From an optimization exercise on the open Yosys and OpenROAD flow, aimed at small area; shortcuts taken in it are not production practice.
Only simulation tests tie the RTL to the original design; equivalence was not proved.
Power and IR drop assume default switching activity.

==> inputs of run a <==
==> flow/design.v (excerpt) <==
module dma_rx_path (
   input  logic                    M_AXIS_ACLK,
   input  logic                    reset_n,
   input  dma_rx_pkg::in_data_t    s_axis_tdata,
   input  dma_rx_pkg::in_strb_t    s_axis_tstrb,
   input  dma_rx_pkg::user_t       s_axis_tuser,
   input  logic                    s_axis_tlast,
   input  logic                    s_axis_tvalid,
   output logic                    s_axis_tready,
   output dma_rx_pkg::out_data_t   m_axis_tdata,
   output dma_rx_pkg::out_strb_t   m_axis_tstrb,
   output dma_rx_pkg::user_t       m_axis_tuser,
   output logic                    m_axis_tlast,
   output logic                    m_axis_tvalid,
   input  logic                    m_axis_tready,
   input  logic                    wb_cyc,
   input  logic                    wb_stb,
   input  logic                    wb_we,
   input  dma_rx_pkg::wb_adr_t     wb_adr,
   input  dma_rx_pkg::wb_dat_t     wb_dat_w,
   output logic                    wb_ack,
   output dma_rx_pkg::wb_dat_t     wb_dat_r
);
   logic             pkt_open;
   logic             beat_acc;
   dma_rx_pkg::cnt_t pkt_out;
   dma_rx_pkg::cnt_t word_out;
   dma_rx_pkg::cnt_t pkt_in;
   dma_rx_pkg::cnt_t word_in;
   dma_rx_pkg::cnt_t err_in;
   dma_rx_pkg::cnt_t extra_in;
   logic             clear;       
   logic [5:0]       load;        
   dma_rx_pkg::cnt_t load_val;
   beat_packer packer0 (
      .M_AXIS_ACLK   (M_AXIS_ACLK),
      .reset_n       (reset_n),
      .s_axis_tdata  (s_axis_tdata),
      .s_axis_tstrb  (s_axis_tstrb),
      .s_axis_tuser  (s_axis_tuser),
      .s_axis_tlast  (s_axis_tlast),
      .s_axis_tvalid (s_axis_tvalid),
      .s_axis_tready (s_axis_tready),
  ...
clock: 5.0 ns
lec_check: 0
cap_margin: 20
core_margin: 2
core_utilization: 40
slew_margin: 20
standard.sh (not shown) runs the stock make flow with config.mk's settings and CLKGATE_MAP_FILE= SYNTH_SCRIPT=/design/flow/synth_recipe.tcl, a recipe that flattens the netlist after the stock synthesis.
==> flow/flow/run.sh <==
#!/bin/bash
# Layout flow: the standard ORFS flow, with three area changes.
#  1. After the standard synthesis, the combinational cells are mapped again by ABC with an
#     area-oriented script (remap.ys, remap.abc). Flip-flops keep their instances, names
#     and cell types; only the logic between them is re-mapped.
#  2. Port buffers use the smallest buffer cell.
#  3. The clock tree uses clkbuf_8 buffers in clusters of up to 16 sinks, and no dummy
#     balancing loads.
# Each tool's output goes to its own log file in this folder.
set -euo pipefail
R=orfs/results/sky130hd/dma_rx_path/base
LIB=$FLOW_HOME/platforms/sky130hd/lib/sky130_fd_sc_hd__tt_025C_1v80.lib
YOSYS=$(command -v yosys || echo /OpenROAD-flow-scripts/tools/install/yosys/bin/yosys)

export BUFFER_PORTS_ARGS="-buffer_cell sky130_fd_sc_hd__buf_1"
export CTS_ARGS="-sink_clustering_enable -repair_clock_nets -dont_use_dummy_load -buf_list {sky130_fd_sc_hd__clkbuf_8} -sink_clustering_size 16 -sink_clustering_max_diameter 60"

bash standard.sh synth > synth.log 2>&1
cp $R/1_2_yosys.v synth_standard.v

sed -e "s#{LIB}#$LIB#g" -e "s#{IN}#synth_standard.v#" -e "s#{SCRIPT}#$PWD/flow/remap.abc#" \
    -e "s#{OUT}#synth_remapped.v#" flow/remap.ys > remap_run.ys
$YOSYS -s remap_run.ys > remap.log 2>&1

cp synth_remapped.v $R/1_2_yosys.v
rm -f $R/1_synth.odb $R/1_synth.sdc
# Repair buffers from the small buffer cells only
export DONT_USE_CELLS="sky130_fd_sc_hd__buf_4 sky130_fd_sc_hd__buf_6 sky130_fd_sc_hd__buf_8 sky130_fd_sc_hd__buf_12 sky130_fd_sc_hd__buf_16"
bash standard.sh > standard.log 2>&1
==> flow/flow/remap.abc <==
&get -n
&st
&dc2
&dch -f
&nf -a -R 1000
&put
==> flow/flow/remap.ys <==
# Re-maps the combinational cells of the standard synthesis netlist for area.
# The flip-flops (and tie cells) are kept as they are: same instances, names and cell types.
read_liberty -ignore_miss_func -ignore_miss_dir {LIB}
read_verilog {IN}
hierarchy -top dma_rx_path
setattr -mod -set blackbox 1 sky130_fd_sc_hd__edfxtp_1 sky130_fd_sc_hd__dfxtp_1
flatten
rename -hide w:_*_.*
opt_clean -purge
abc -script {SCRIPT} -liberty {LIB} -dont_use sky130_fd_sc_hd__probe_p_8 -dont_use sky130_fd_sc_hd__probec_p_8 -dont_use sky130_fd_sc_hd__lpflow_*
read_liberty -lib -ignore_redef {LIB}
splitnets
opt_clean -purge
hilomap -singleton -hicell sky130_fd_sc_hd__conb_1 HI -locell sky130_fd_sc_hd__conb_1 LO
insbuf -buf sky130_fd_sc_hd__buf_4 A X
check -assert
stat -liberty {LIB}
write_verilog -noattr -nohex -nodec {OUT}
==> inputs of run b, as changes to run a <==
--- a/flow/flow/run.sh
+++ b/flow/flow/run.sh
@@ -15,2 +15,3 @@
 export BUFFER_PORTS_ARGS="-buffer_cell sky130_fd_sc_hd__buf_1"
+export RECOVER_POWER=100
 export CTS_ARGS="-sink_clustering_enable -repair_clock_nets -dont_use_dummy_load -buf_list {sky130_fd_sc_hd__clkbuf_8} -sink_clustering_size 16 -sink_clustering_max_diameter 60"
@@ -26,4 +27,2 @@
 rm -f $R/1_synth.odb $R/1_synth.sdc
-# Repair buffers from the small buffer cells only
-export DONT_USE_CELLS="sky130_fd_sc_hd__buf_4 sky130_fd_sc_hd__buf_6 sky130_fd_sc_hd__buf_8 sky130_fd_sc_hd__buf_12 sky130_fd_sc_hd__buf_16"
 bash standard.sh > standard.log 2>&1
==> flow_metrics.py <==
metrics = {
    "layout": {
        "sh_seq_area_pct": 55.60,
        "multiInputGateArea_mm2": 0.006942,
        "drive_gt1_share_pct": 5.517,
        "final-clk-cell-share_pct": 2.534,
    },
    "route": {
        "detail_route.wl_per_cell_um": 26.16,
        "via_count": 18250,
        "dr.pass1.iters": 9,
    },
    "status": {
        "so.violations": "max-capacitance violations, max-slew violations",
        "status": "finished with violations",
    },
    "worst_setup_path": {
        "worstPathRequired_ps": 5530,
    },
    "flow_run": {
        "cap_violations": 6,
    },
    "sta": {
        "final_max_slew_viol_count": 386,
        "maxSlewHeadroom_pct": -104.6,
    },
    "power": {
        "p_leak_nw": 9.316,
    },
}
# the run above: run b

==> flow_metrics.py <==
metrics = {
    "status": {
        "status": "no timing/DRC/antenna violations",
    },
    "sta": {
        "whs_ps": 467.4,
        "finClkSkew_ps": 66.32,
        "maxSlewHeadroom_pct": 28.40,
        "final_max_slew_viol_count": 0,
    },
    "layout": {
        "fin_nets": 2694,
        "multiInputGateArea_mm2": 0.006973,
        "sh_seq_area_pct": 55.45,
        "drive_gt1_share_pct": 5.966,
        "final-clk-cell-share_pct": 2.527,
    },
    "power": {
        "p_leak_nw": 9.352,
    },
    "flow_run": {
        "cap_violations": 0,
    },
    "route": {
        "via_count": 18270,
        "detail_route.wl_per_cell_um": 26.22,
    },
    "synthesis": {
        "syn-num-nets": 1892,
    },
    "worst_setup_path": {
        "worstPathRequired_ps": 5540,
    },
}
# the run above: run a

==> afterwards: timing with drivers on the ports <==
The results above use ideal ports. As a check the final layouts listed here were re-extracted and re-timed, cells and wires unchanged. Step 1 sets driving cells, clkbuf_16 on the clock port and buf_2 on the other inputs (assumed; they add their load-dependent delay and slew). Step 2 moves the port delays by t, midway between the first and last clock arrival at a register: inputs arrive t later, outputs are due t later. That takes back most of the time a late clock gives input paths. Slacks: ideal ports / drivers / drivers and shift; pairs: ideal ports / drivers.
| run | t (ns) | setup slack, ns | cell pins on the clock port's net |
|---|---|---|---|
| run a | 0.700 | 0.251 / 0.251 / 0.251 | 1 |
| run b | 0.693 | 0.248 / 0.248 / -0.117 | 1 |
The setup slack of run b, which loses most, moves by 0.000 ns with the drivers and by -0.365 ns with both steps.
